This design comes from an exercise in tuning for small area and a short achievable clock period on the open sky130 flow, not from production work.
The RTL was checked by simulation tests, not by an equivalence proof against the original design.
Power figures rest on the tool's default switching activity, not on a simulated workload.

==> job 8417: inputs <==
// cam_capture_top
module cam_capture_top (
   input  logic                              i_mipi_pclk,
   input  logic                              i_rst_n,
   input  cam_pixel_pkg::cam_in_t            i_cam,
   input  logic                              i_trigger_capture,
   input  logic                              i_continuous_capture,
   input  logic                              i_rgb_gray,
   input  logic                              i_dma_init_done,
   input  logic                              i_dma_wready,
   output logic                              o_dma_wvalid,
   output logic                              o_dma_wlast,
   output cam_dma_pkg::dma_beat_t            o_dma_wdata,
   output logic                              o_frame_start,
   output logic                              o_fifo_overflow,
   output logic [31:0]                       o_dma_status,
   output logic [cam_dma_pkg::DBG_CNT_W-1:0] o_dbg_wcount,
   output logic [cam_dma_pkg::DBG_CNT_W-1:0] o_dbg_rcount
);
   logic        fifo_wr;
   cam_dma_pkg::fifo_word_t  fifo_wdata;
   cam_dma_pkg::fifo_word_t  fifo_ldata;
   logic        fifo_gray;
   logic        fifo_rd;
   cam_dma_pkg::fifo_word_t  fifo_rdata;
   logic        fifo_empty;
   logic        fifo_empty_nxt;
   cam_dma_pkg::dma_status_t dma_status;
   assign o_dma_status = {29'd0, dma_status};
   cam_frame_packer u_packer (
      .i_mipi_pclk          (i_mipi_pclk),
      .i_rst_n              (i_rst_n),
      .i_cam                (i_cam),
      .i_trigger_capture    (i_trigger_capture),
      .i_continuous_capture (i_continuous_capture),
      .i_rgb_gray           (i_rgb_gray),
      .o_fifo_wr            (fifo_wr),
      .o_fifo_wdata         (fifo_wdata),
  ...
==> module cam_frame_packer, before the edit <==
module cam_frame_packer (
   input  logic                    i_mipi_pclk,
   input  logic                    i_rst_n,
   input  cam_pixel_pkg::cam_in_t  i_cam,
   input  logic                    i_trigger_capture,
   input  logic                    i_continuous_capture,
   input  logic                    i_rgb_gray,
   output logic                    o_fifo_wr,
   output cam_dma_pkg::fifo_word_t o_fifo_wdata,
   output cam_dma_pkg::fifo_word_t o_fifo_ldata,
   output logic                    o_fifo_gray,
   output logic                    o_frame_start
);
   logic                      trig_r1;
   logic                      trig_r2;
   logic                      trig_r3;
   logic                      trig_rise;
   logic                      trig_hold;
   logic                      cont_r1;
   logic                      cont_r2;
   logic                      cont_hold;
   logic                      gray_r1;
   logic                      gray_sync;
   logic                      gray_q;
   logic                      vs_q;
   logic                      vs_fall;
   logic                      capture;
   logic [2*3*8-1:0] pix_q;
   logic [2*3*8-1:0] pix_gray;
   logic [2*48-1:0]               luma_q;
   always_ff @(posedge i_mipi_pclk) begin
      if (!i_rst_n) begin
         trig_r1   <= 1'b0;
         trig_r2   <= 1'b0;
         trig_r3   <= 1'b0;
         cont_r1   <= 1'b0;
         cont_r2   <= 1'b0;
         gray_r1   <= 1'b0;
         gray_sync <= 1'b0;
         vs_q      <= 1'b0;
      end else begin
         trig_r1   <= i_trigger_capture;
         trig_r2   <= trig_r1;
         trig_r3   <= trig_r2;
         cont_r1   <= i_continuous_capture;
         cont_r2   <= cont_r1;
         gray_r1   <= i_rgb_gray;
         gray_sync <= gray_r1;
         vs_q      <= i_cam.vsync;
      end
   end
   assign trig_rise = trig_r2 & ~trig_r3;
   assign vs_fall   = vs_q & ~i_cam.vsync;
   always_ff @(posedge i_mipi_pclk) begin
      if (!i_rst_n) begin
         trig_hold <= 1'b0;
         cont_hold <= 1'b0;
         capture   <= 1'b0;
      end else begin
         if (trig_rise) begin
            trig_hold <= 1'b1;
         end else if (o_fifo_wr) begin
            trig_hold <= 1'b0;
         end
         if (cont_r2) begin
            cont_hold <= 1'b1;
         end
         if (vs_fall) begin
            capture <= trig_hold | cont_hold;
         end
      end
   end
   always_ff @(posedge i_mipi_pclk) begin
      if (!i_rst_n) begin
         o_fifo_wr     <= 1'b0;
         o_frame_start <= 1'b0;
      end else begin
         o_fifo_wr     <= capture & i_cam.valid;
         o_frame_start <= vs_fall;
      end
   end
   function automatic logic [31:0] csa(logic [15:0] a, logic [15:0] b, logic [15:0] c);
      logic [15:0] s;
      logic [15:0] k;
      s   = a ^ b ^ c;
      k   = (a & b) | (a & c) | (b & c);
      csa = {k[14:0], 1'b0, s};
   endfunction
   function automatic logic [47:0] luma_rows(logic [7:0] r8, logic [7:0] g8, logic [7:0] b8);
      logic [15:0] r;
      logic [15:0] g;
      logic [15:0] b;
      logic [31:0] l1a, l1b, l1c, l1d;
      logic [31:0] l2a, l2b;
      logic [31:0] l3a, l3b;
      logic [31:0] l4;
      r = 16'(r8);
      g = 16'(g8);
      b = 16'(b8);
      l1a = csa(r, b, g << 1);
      l1b = csa(r << 2, g << 2, b << 2);
      l1c = csa(r << 3, b << 3, g << 4);
      l1d = csa(b << 4, r << 6, g << 7);
      l2a = csa(l1a[15:0], l1a[31:16], l1b[15:0]);
      l2b = csa(l1b[31:16], l1c[15:0], l1c[31:16]);
      l3a = csa(l2a[15:0], l2a[31:16], l2b[15:0]);
      l3b = csa(l2b[31:16], l1d[15:0], l1d[31:16]);
      l4  = csa(l3a[15:0], l3a[31:16], l3b[15:0]);
      luma_rows = {l3b[31:16], l4};
   endfunction
   always_ff @(posedge i_mipi_pclk) begin
      pix_q  <= i_cam.pair;
      gray_q <= gray_sync;
      for (int i = 0; i < 2; i++) begin
         luma_q[i*48 +: 48] <= luma_rows(i_cam.pair[i*24 +: 8], i_cam.pair[i*24+8 +: 8], i_cam.pair[i*24+16 +: 8]);
      end
   end
   always_comb begin
      for (int i = 0; i < 2; i++) begin
         logic [31:0] c;
         logic [15:0] sum;
         c   = csa(luma_q[i*48 +: 16], luma_q[i*48+16 +: 16], luma_q[i*48+32 +: 16]);
         sum = c[15:0] + c[31:16];
         pix_gray[i*24 +: 24] = {sum[15:8], sum[15:8], sum[15:8]};
      end
   end
   assign o_fifo_wdata = pix_q;
   assign o_fifo_ldata = pix_gray;
   assign o_fifo_gray  = gray_q;
endmodule
==> module cam_dma_fifo, before the edit <==
module cam_dma_fifo (
   input  logic                    i_mipi_pclk,
   input  logic                    i_rst_n,
   input  logic                    i_wr,
   input  cam_dma_pkg::fifo_word_t i_wdata,
   input  cam_dma_pkg::fifo_word_t i_ldata,
   input  logic                    i_gray,
   input  logic                    i_rd,
   output cam_dma_pkg::fifo_word_t o_rdata,
   output logic                    o_empty,
   output logic                    o_empty_nxt,
   output logic                    o_overflow
);
   localparam int unsigned DEPTH = 64;
   localparam int unsigned AW    = $clog2(64);
   localparam int unsigned DW    = 6*8;
   localparam int unsigned RA    = 7;
   localparam int unsigned RB    = 9;
   logic [DW-1:0]    mem [0:RA*RB-1];
   logic [DW-1:0]    stage;
   logic             stage_wr;
   logic [RA-1:0]    wa;
   logic [RB-1:0]    wb;
   logic [RA-1:0]    wsa;
   logic [RB-1:0]    wsb;
   logic [RA-1:0]    ra;
   logic [RB-1:0]    rb;
   logic [DW-1:0]    head;
   logic             to_head;
   logic             to_ring;
   logic [AW:0]      count;
   logic             full;
   logic             one;
   logic             two;
   logic             wr_en;
   logic [AW:0]      cnt_nr;
   logic [AW:0]      cnt_r;
   logic [DW-1:0]    mem_word;
   logic [DW-1:0]    nx_word;
   assign wr_en   = i_wr & ~full;
   assign o_rdata = head;
   assign to_head = wr_en & (o_empty | (one & i_rd));
   assign to_ring = wr_en & ~to_head;
   always_ff @(posedge i_mipi_pclk) begin
      stage <= i_gray ? i_ldata : i_wdata;
   end
   always_ff @(posedge i_mipi_pclk) begin
      for (int a = 0; a < RA; a++) begin
         for (int b = 0; b < RB; b++) begin
            if (wsa[a] && wsb[b]) begin
               mem[a*RB+b] <= stage;
            end
         end
      end
   end
   always_comb begin
      mem_word = '0;
      for (int a = 0; a < RA; a++) begin
         logic [DW-1:0] row;
         row = '0;
         for (int b = 0; b < RB; b++) begin
            row = row | ({DW{rb[b]}} & mem[a*RB+b]);
         end
         mem_word = mem_word | ({DW{ra[a]}} & row);
      end
   end
   assign nx_word = (two && stage_wr) ? stage : mem_word;
   always_ff @(posedge i_mipi_pclk) begin
      if (to_head || i_rd) begin
         head <= (to_head && i_gray) ? i_ldata : (to_head ? i_wdata : nx_word);
      end
   end
   assign cnt_nr = wr_en ? count + 1'b1 : count;
   assign cnt_r  = wr_en ? count : count - 1'b1;
   assign o_empty_nxt = i_rd ? (cnt_r == '0) : (cnt_nr == '0);
   always_ff @(posedge i_mipi_pclk) begin
      if (!i_rst_n) begin
         stage_wr   <= 1'b0;
         wa         <= RA'(1);
         wb         <= RB'(1);
         wsa        <= '0;
         wsb        <= '0;
         ra         <= RA'(1);
         rb         <= RB'(1);
         count      <= '0;
         full       <= 1'b0;
         one        <= 1'b0;
         two        <= 1'b0;
         o_empty    <= 1'b1;
         o_overflow <= 1'b0;
      end else begin
         stage_wr <= to_ring;
         wsa      <= wa;
         wsb      <= to_ring ? wb : '0;
         if (to_ring) begin
            wb <= {wb[RB-2:0], wb[RB-1]};
            if (wb[RB-1]) begin
               wa <= {wa[RA-2:0], wa[RA-1]};
            end
         end
         if (i_rd && !one) begin
            rb <= {rb[RB-2:0], rb[RB-1]};
            if (rb[RB-1]) begin
               ra <= {ra[RA-2:0], ra[RA-1]};
            end
         end
         if (i_rd) begin
            count   <= cnt_r;
            full    <= (cnt_r == (AW+1)'(DEPTH));
            one     <= (cnt_r == (AW+1)'(1));
            two     <= (cnt_r == (AW+1)'(2));
            o_empty <= (cnt_r == '0);
         end else begin
            count   <= cnt_nr;
            full    <= (cnt_nr == (AW+1)'(DEPTH));
            one     <= (cnt_nr == (AW+1)'(1));
            two     <= (cnt_nr == (AW+1)'(2));
            o_empty <= (cnt_nr == '0);
         end
         if (i_wr && full) begin
            o_overflow <= 1'b1;
         end
      end
   end
endmodule
==> module cam_capture_top, before the edit <==
module cam_capture_top (
   input  logic                              i_mipi_pclk,
   input  logic                              i_rst_n,
   input  cam_pixel_pkg::cam_in_t            i_cam,
   input  logic                              i_trigger_capture,
   input  logic                              i_continuous_capture,
   input  logic                              i_rgb_gray,
   input  logic                              i_dma_init_done,
   input  logic                              i_dma_wready,
   output logic                              o_dma_wvalid,
   output logic                              o_dma_wlast,
   output cam_dma_pkg::dma_beat_t            o_dma_wdata,
   output logic                              o_frame_start,
   output logic                              o_fifo_overflow,
   output logic [31:0]                       o_dma_status,
   output logic [cam_dma_pkg::DBG_CNT_W-1:0] o_dbg_wcount,
   output logic [cam_dma_pkg::DBG_CNT_W-1:0] o_dbg_rcount
);
   logic        fifo_wr;
   cam_dma_pkg::fifo_word_t  fifo_wdata;
   cam_dma_pkg::fifo_word_t  fifo_ldata;
   logic        fifo_gray;
   logic        fifo_rd;
   cam_dma_pkg::fifo_word_t  fifo_rdata;
   logic        fifo_empty;
   logic        fifo_empty_nxt;
   cam_dma_pkg::dma_status_t dma_status;
   assign o_dma_status = {29'd0, dma_status};
   cam_frame_packer u_packer (
      .i_mipi_pclk          (i_mipi_pclk),
      .i_rst_n              (i_rst_n),
      .i_cam                (i_cam),
      .i_trigger_capture    (i_trigger_capture),
      .i_continuous_capture (i_continuous_capture),
      .i_rgb_gray           (i_rgb_gray),
      .o_fifo_wr            (fifo_wr),
      .o_fifo_wdata         (fifo_wdata),
      .o_fifo_ldata         (fifo_ldata),
      .o_fifo_gray          (fifo_gray),
      .o_frame_start        (o_frame_start)
   );
   cam_dma_fifo u_fifo (
      .i_mipi_pclk (i_mipi_pclk),
      .i_rst_n     (i_rst_n),
      .i_wr        (fifo_wr),
      .i_wdata     (fifo_wdata),
      .i_ldata     (fifo_ldata),
      .i_gray      (fifo_gray),
      .i_rd        (fifo_rd),
      .o_rdata     (fifo_rdata),
      .o_empty     (fifo_empty),
      .o_empty_nxt (fifo_empty_nxt),
      .o_overflow  (o_fifo_overflow)
   );
   cam_dma_writer u_writer (
      .i_mipi_pclk     (i_mipi_pclk),
      .i_rst_n         (i_rst_n),
      .i_dma_init_done (i_dma_init_done),
      .i_dma_wready    (i_dma_wready),
      .i_fifo_rdata    (fifo_rdata),
      .i_fifo_empty    (fifo_empty),
      .i_fifo_empty_nxt(fifo_empty_nxt),
      .i_fifo_wr       (fifo_wr),
      .o_fifo_rd       (fifo_rd),
      .o_dma_wvalid    (o_dma_wvalid),
      .o_dma_wlast     (o_dma_wlast),
      .o_dma_wdata     (o_dma_wdata),
      .o_status        (dma_status),
      .o_wcount        (o_dbg_wcount),
      .o_rcount        (o_dbg_rcount)
   );
endmodule
clock: 5.8 ns
lec_check: 0
cap_margin: 20
core_margin: 2
core_utilization: 45
cts_cluster_diameter: 100
cts_cluster_size: 30
setup_slack_margin: 3.2
slew_margin: 20
run.sh (not shown) runs the stock make flow with config.mk's settings and CLKGATE_MAP_FILE= SYNTH_SCRIPT=/design/flow/synth_recipe.tcl, a recipe that flattens the netlist after the stock synthesis.
==> job 390: changes against job 8417 <==
--- a/flow/design.v
+++ b/flow/design.v
@@ -147,2 +147,19 @@
    endfunction
+   function automatic logic [15:0] add16(logic [15:0] x, logic [15:0] y);
+      logic [15:0] p;
+      logic [15:0] g;
+      logic [15:0] pp;
+      logic [15:0] gg;
+      p = x ^ y;
+      g = x & y;
+      for (int d = 1; d < 16; d = d * 2) begin
+         pp = p;
+         gg = g;
+         for (int k = d; k < 16; k++) begin
+            g[k] = gg[k] | (pp[k] & gg[k-d]);
+            p[k] = pp[k] & pp[k-d];
+         end
+      end
+      add16 = (x ^ y) ^ {g[14:0], 1'b0};
+   endfunction
    always_ff @(posedge i_mipi_pclk) begin
@@ -159,3 +176,3 @@
          c   = csa(luma_q[i*48 +: 16], luma_q[i*48+16 +: 16], luma_q[i*48+32 +: 16]);
-         sum = c[15:0] + c[31:16];
+         sum = add16(c[15:0], c[31:16]);
          pix_gray[i*24 +: 24] = {sum[15:8], sum[15:8], sum[15:8]};
==> job 3060: changes against job 8417 <==
--- a/flow/design.v
+++ b/flow/design.v
@@ -147,2 +147,19 @@
    endfunction
+   function automatic logic [15:0] add16(logic [15:0] x, logic [15:0] y);
+      logic [15:0] p;
+      logic [15:0] g;
+      logic [15:0] pp;
+      logic [15:0] gg;
+      p = x ^ y;
+      g = x & y;
+      for (int d = 1; d < 16; d = d * 2) begin
+         pp = p;
+         gg = g;
+         for (int k = d; k < 16; k++) begin
+            g[k] = gg[k] | (pp[k] & gg[k-d]);
+            p[k] = pp[k] & pp[k-d];
+         end
+      end
+      add16 = (x ^ y) ^ {g[14:0], 1'b0};
+   endfunction
    always_ff @(posedge i_mipi_pclk) begin
@@ -159,3 +176,3 @@
          c   = csa(luma_q[i*48 +: 16], luma_q[i*48+16 +: 16], luma_q[i*48+32 +: 16]);
-         sum = c[15:0] + c[31:16];
+         sum = add16(c[15:0], c[31:16]);
          pix_gray[i*24 +: 24] = {sum[15:8], sum[15:8], sum[15:8]};
@@ -235,6 +252,13 @@
    assign nx_word = (two && stage_wr) ? stage : mem_word;
+   logic sel_l;
+   logic sel_w;
+   logic sel_n;
+   logic sel_h;
+   assign sel_l = to_head & i_gray;
+   assign sel_w = to_head & ~i_gray;
+   assign sel_n = ~to_head & i_rd;
+   assign sel_h = ~to_head & ~i_rd;
    always_ff @(posedge i_mipi_pclk) begin
-      if (to_head || i_rd) begin
-         head <= (to_head && i_gray) ? i_ldata : (to_head ? i_wdata : nx_word);
-      end
+      head <= ({DW{sel_l}} & i_ldata) | ({DW{sel_w}} & i_wdata)
+            | ({DW{sel_n}} & nx_word) | ({DW{sel_h}} & head);
    end
- CTS_CLUSTER_DIAMETER: 100 -> 70
- PLACE_DENSITY: default -> 0.8
- TNS_END_PERCENT: default -> 0
==> job 5985: changes against job 8417 <==
--- a/flow/design.v
+++ b/flow/design.v
@@ -46,4 +46,2 @@
    output cam_dma_pkg::fifo_word_t o_fifo_wdata,
-   output cam_dma_pkg::fifo_word_t o_fifo_ldata,
-   output logic                    o_fifo_gray,
    output logic                    o_frame_start
@@ -65,4 +63,6 @@
    logic [2*3*8-1:0] pix_q;
-   logic [2*3*8-1:0] pix_gray;
-   logic [2*48-1:0]               luma_q;
+   logic [2*3*8-1:0] pix_out;
+   logic [2*11-1:0]               ha_q;
+   logic [2*11-1:0]               hb_q;
+   logic [2*12-1:0]               hc_q;
    always_ff @(posedge i_mipi_pclk) begin
@@ -125,23 +125,8 @@
    endfunction
-   function automatic logic [47:0] luma_rows(logic [7:0] r8, logic [7:0] g8, logic [7:0] b8);
-      logic [15:0] r;
-      logic [15:0] g;
-      logic [15:0] b;
-      logic [31:0] l1a, l1b, l1c, l1d;
-      logic [31:0] l2a, l2b;
-      logic [31:0] l3a, l3b;
-      logic [31:0] l4;
-      r = 16'(r8);
-      g = 16'(g8);
-      b = 16'(b8);
-      l1a = csa(r, b, g << 1);
-      l1b = csa(r << 2, g << 2, b << 2);
-      l1c = csa(r << 3, b << 3, g << 4);
-      l1d = csa(b << 4, r << 6, g << 7);
-      l2a = csa(l1a[15:0], l1a[31:16], l1b[15:0]);
-      l2b = csa(l1b[31:16], l1c[15:0], l1c[31:16]);
-      l3a = csa(l2a[15:0], l2a[31:16], l2b[15:0]);
-      l3b = csa(l2b[31:16], l1d[15:0], l1d[31:16]);
-      l4  = csa(l3a[15:0], l3a[31:16], l3b[15:0]);
-      luma_rows = {l3b[31:16], l4};
+   function automatic logic [15:0] add4(logic [15:0] a, logic [15:0] b, logic [15:0] c, logic [15:0] d);
+      logic [31:0] c1;
+      logic [31:0] c2;
+      c1   = csa(a, b, c);
+      c2   = csa(c1[15:0], c1[31:16], d);
+      add4 = c2[15:0] + c2[31:16];
    endfunction
@@ -151,3 +136,15 @@
       for (int i = 0; i < 2; i++) begin
-         luma_q[i*48 +: 48] <= luma_rows(i_cam.pair[i*24 +: 8], i_cam.pair[i*24+8 +: 8], i_cam.pair[i*24+16 +: 8]);
+         logic [15:0] r;
+         logic [15:0] g;
+         logic [15:0] b;
+         logic [15:0] t;
+         r = 16'(i_cam.pair[i*24 +: 8]);
+         g = 16'(i_cam.pair[i*24+8 +: 8]);
+         b = 16'(i_cam.pair[i*24+16 +: 8]);
+         t = add4(r, r << 2, g << 1, b);
+         ha_q[i*11 +: 11] <= t[10:0];
+         t = add4(r << 1, g, b, b << 1);
+         hb_q[i*11 +: 11] <= t[10:0];
+         t = add4(r << 2, g << 3, g, b);
+         hc_q[i*12 +: 12] <= t[11:0];
       end
@@ -156,12 +153,10 @@
       for (int i = 0; i < 2; i++) begin
-         logic [31:0] c;
+         logic [31:0] c1;
          logic [15:0] sum;
-         c   = csa(luma_q[i*48 +: 16], luma_q[i*48+16 +: 16], luma_q[i*48+32 +: 16]);
-         sum = c[15:0] + c[31:16];
-         pix_gray[i*24 +: 24] = {sum[15:8], sum[15:8], sum[15:8]};
+         c1  = csa(16'(ha_q[i*11 +: 11]), {3'b0, hb_q[i*11 +: 11], 2'b0}, {hc_q[i*12 +: 12], 4'b0});
+         sum = c1[15:0] + c1[31:16];
+         pix_out[i*24 +: 24] = gray_q ? {sum[15:8], sum[15:8], sum[15:8]} : pix_q[i*24 +: 24];
       end
    end
-   assign o_fifo_wdata = pix_q;
-   assign o_fifo_ldata = pix_gray;
-   assign o_fifo_gray  = gray_q;
+   assign o_fifo_wdata = pix_out;
 endmodule
@@ -173,4 +168,2 @@
    input  cam_dma_pkg::fifo_word_t i_wdata,
-   input  cam_dma_pkg::fifo_word_t i_ldata,
-   input  logic                    i_gray,
    input  logic                    i_rd,
@@ -212,3 +205,3 @@
    always_ff @(posedge i_mipi_pclk) begin
-      stage <= i_gray ? i_ldata : i_wdata;
+      stage <= i_wdata;
    end
@@ -236,4 +229,6 @@
    always_ff @(posedge i_mipi_pclk) begin
-      if (to_head || i_rd) begin
-         head <= (to_head && i_gray) ? i_ldata : (to_head ? i_wdata : nx_word);
+      if (to_head) begin
+         head <= i_wdata;
+      end else if (i_rd) begin
+         head <= nx_word;
       end
@@ -397,4 +392,2 @@
    cam_dma_pkg::fifo_word_t  fifo_wdata;
-   cam_dma_pkg::fifo_word_t  fifo_ldata;
-   logic        fifo_gray;
    logic        fifo_rd;
@@ -414,4 +407,2 @@
       .o_fifo_wdata         (fifo_wdata),
-      .o_fifo_ldata         (fifo_ldata),
-      .o_fifo_gray          (fifo_gray),
       .o_frame_start        (o_frame_start)
@@ -423,4 +414,2 @@
       .i_wdata     (fifo_wdata),
-      .i_ldata     (fifo_ldata),
-      .i_gray      (fifo_gray),
       .i_rd        (fifo_rd),
- CTS_CLUSTER_DIAMETER: 100 -> default
- CTS_CLUSTER_SIZE: 30 -> default
- SETUP_SLACK_MARGIN: 3.2 -> 3.0
==> notes <==
Job 5985 completed with no timing, DRC or antenna violations. Job 390 completed with no timing, DRC or antenna violations. Job 3060 produced a clean layout. Job 8417 finished clean.
Against job 390, the register-to-register slack of job 5985 is lower by 0.22 ns.
Between job 5985 and job 8417, the lower non-clock buffer count is in job 5985 (gap 172).
Critical path depth: job 390 < job 3060 < job 8417 < job 5985.
Against job 8417, the combinational power of job 390 is larger by 25%.
Final area, highest first: job 5985, job 390, job 8417, job 3060.
Between job 8417 and job 5985, the lower sequential power is in job 8417 (gap about 3%, measured against job 5985).
Global-route usage: job 5985 is lower than job 390 (1.4 points).
The highest final cell count belongs to job 5985, the lowest to job 3060.
Total power, lowest first: job 8417, job 3060, job 390, job 5985.

[port drivers added, routing unchanged]
The flow's constraints put no driver on any port. The routed layouts listed below were extracted and timed again, unchanged, in two steps. Step 1 (the two cells are an assumption about what drives the block):
set clk [get_ports {i_mipi_pclk}]
set_driving_cell -lib_cell sky130_fd_sc_hd__clkbuf_16 $clk
set_driving_cell -lib_cell sky130_fd_sc_hd__buf_2 [delete_from_list [all_inputs] $clk]
Step 2, shift: input delay + t, output delay - t, t = (earliest + latest rising clock arrival at the registers) / 2. This alone moves slack from input paths to output paths. a / b / c = no drivers / after step 1 / after step 2; a / b = the first two.
run | t (ns) | setup WS [ns] | slew at the worst register clock pin (ns)
job 8417 | 0.957 | 2.746 / 2.746 / 2.168 | 0.12 / 0.12
job 390 | 0.976 | 2.833 / 2.737 / 2.223 | 0.12 / 0.12
job 3060 | 0.949 | 2.926 / 2.926 / 2.170 | 0.12 / 0.12
job 5985 | 0.979 | 2.696 / 2.696 / 1.824 | 0.07 / 0.07
After both steps setup and hold are still met in every run listed. The setup slack of job 5985, which loses most, moves by 0.000 ns with the drivers and by -0.872 ns with both steps.
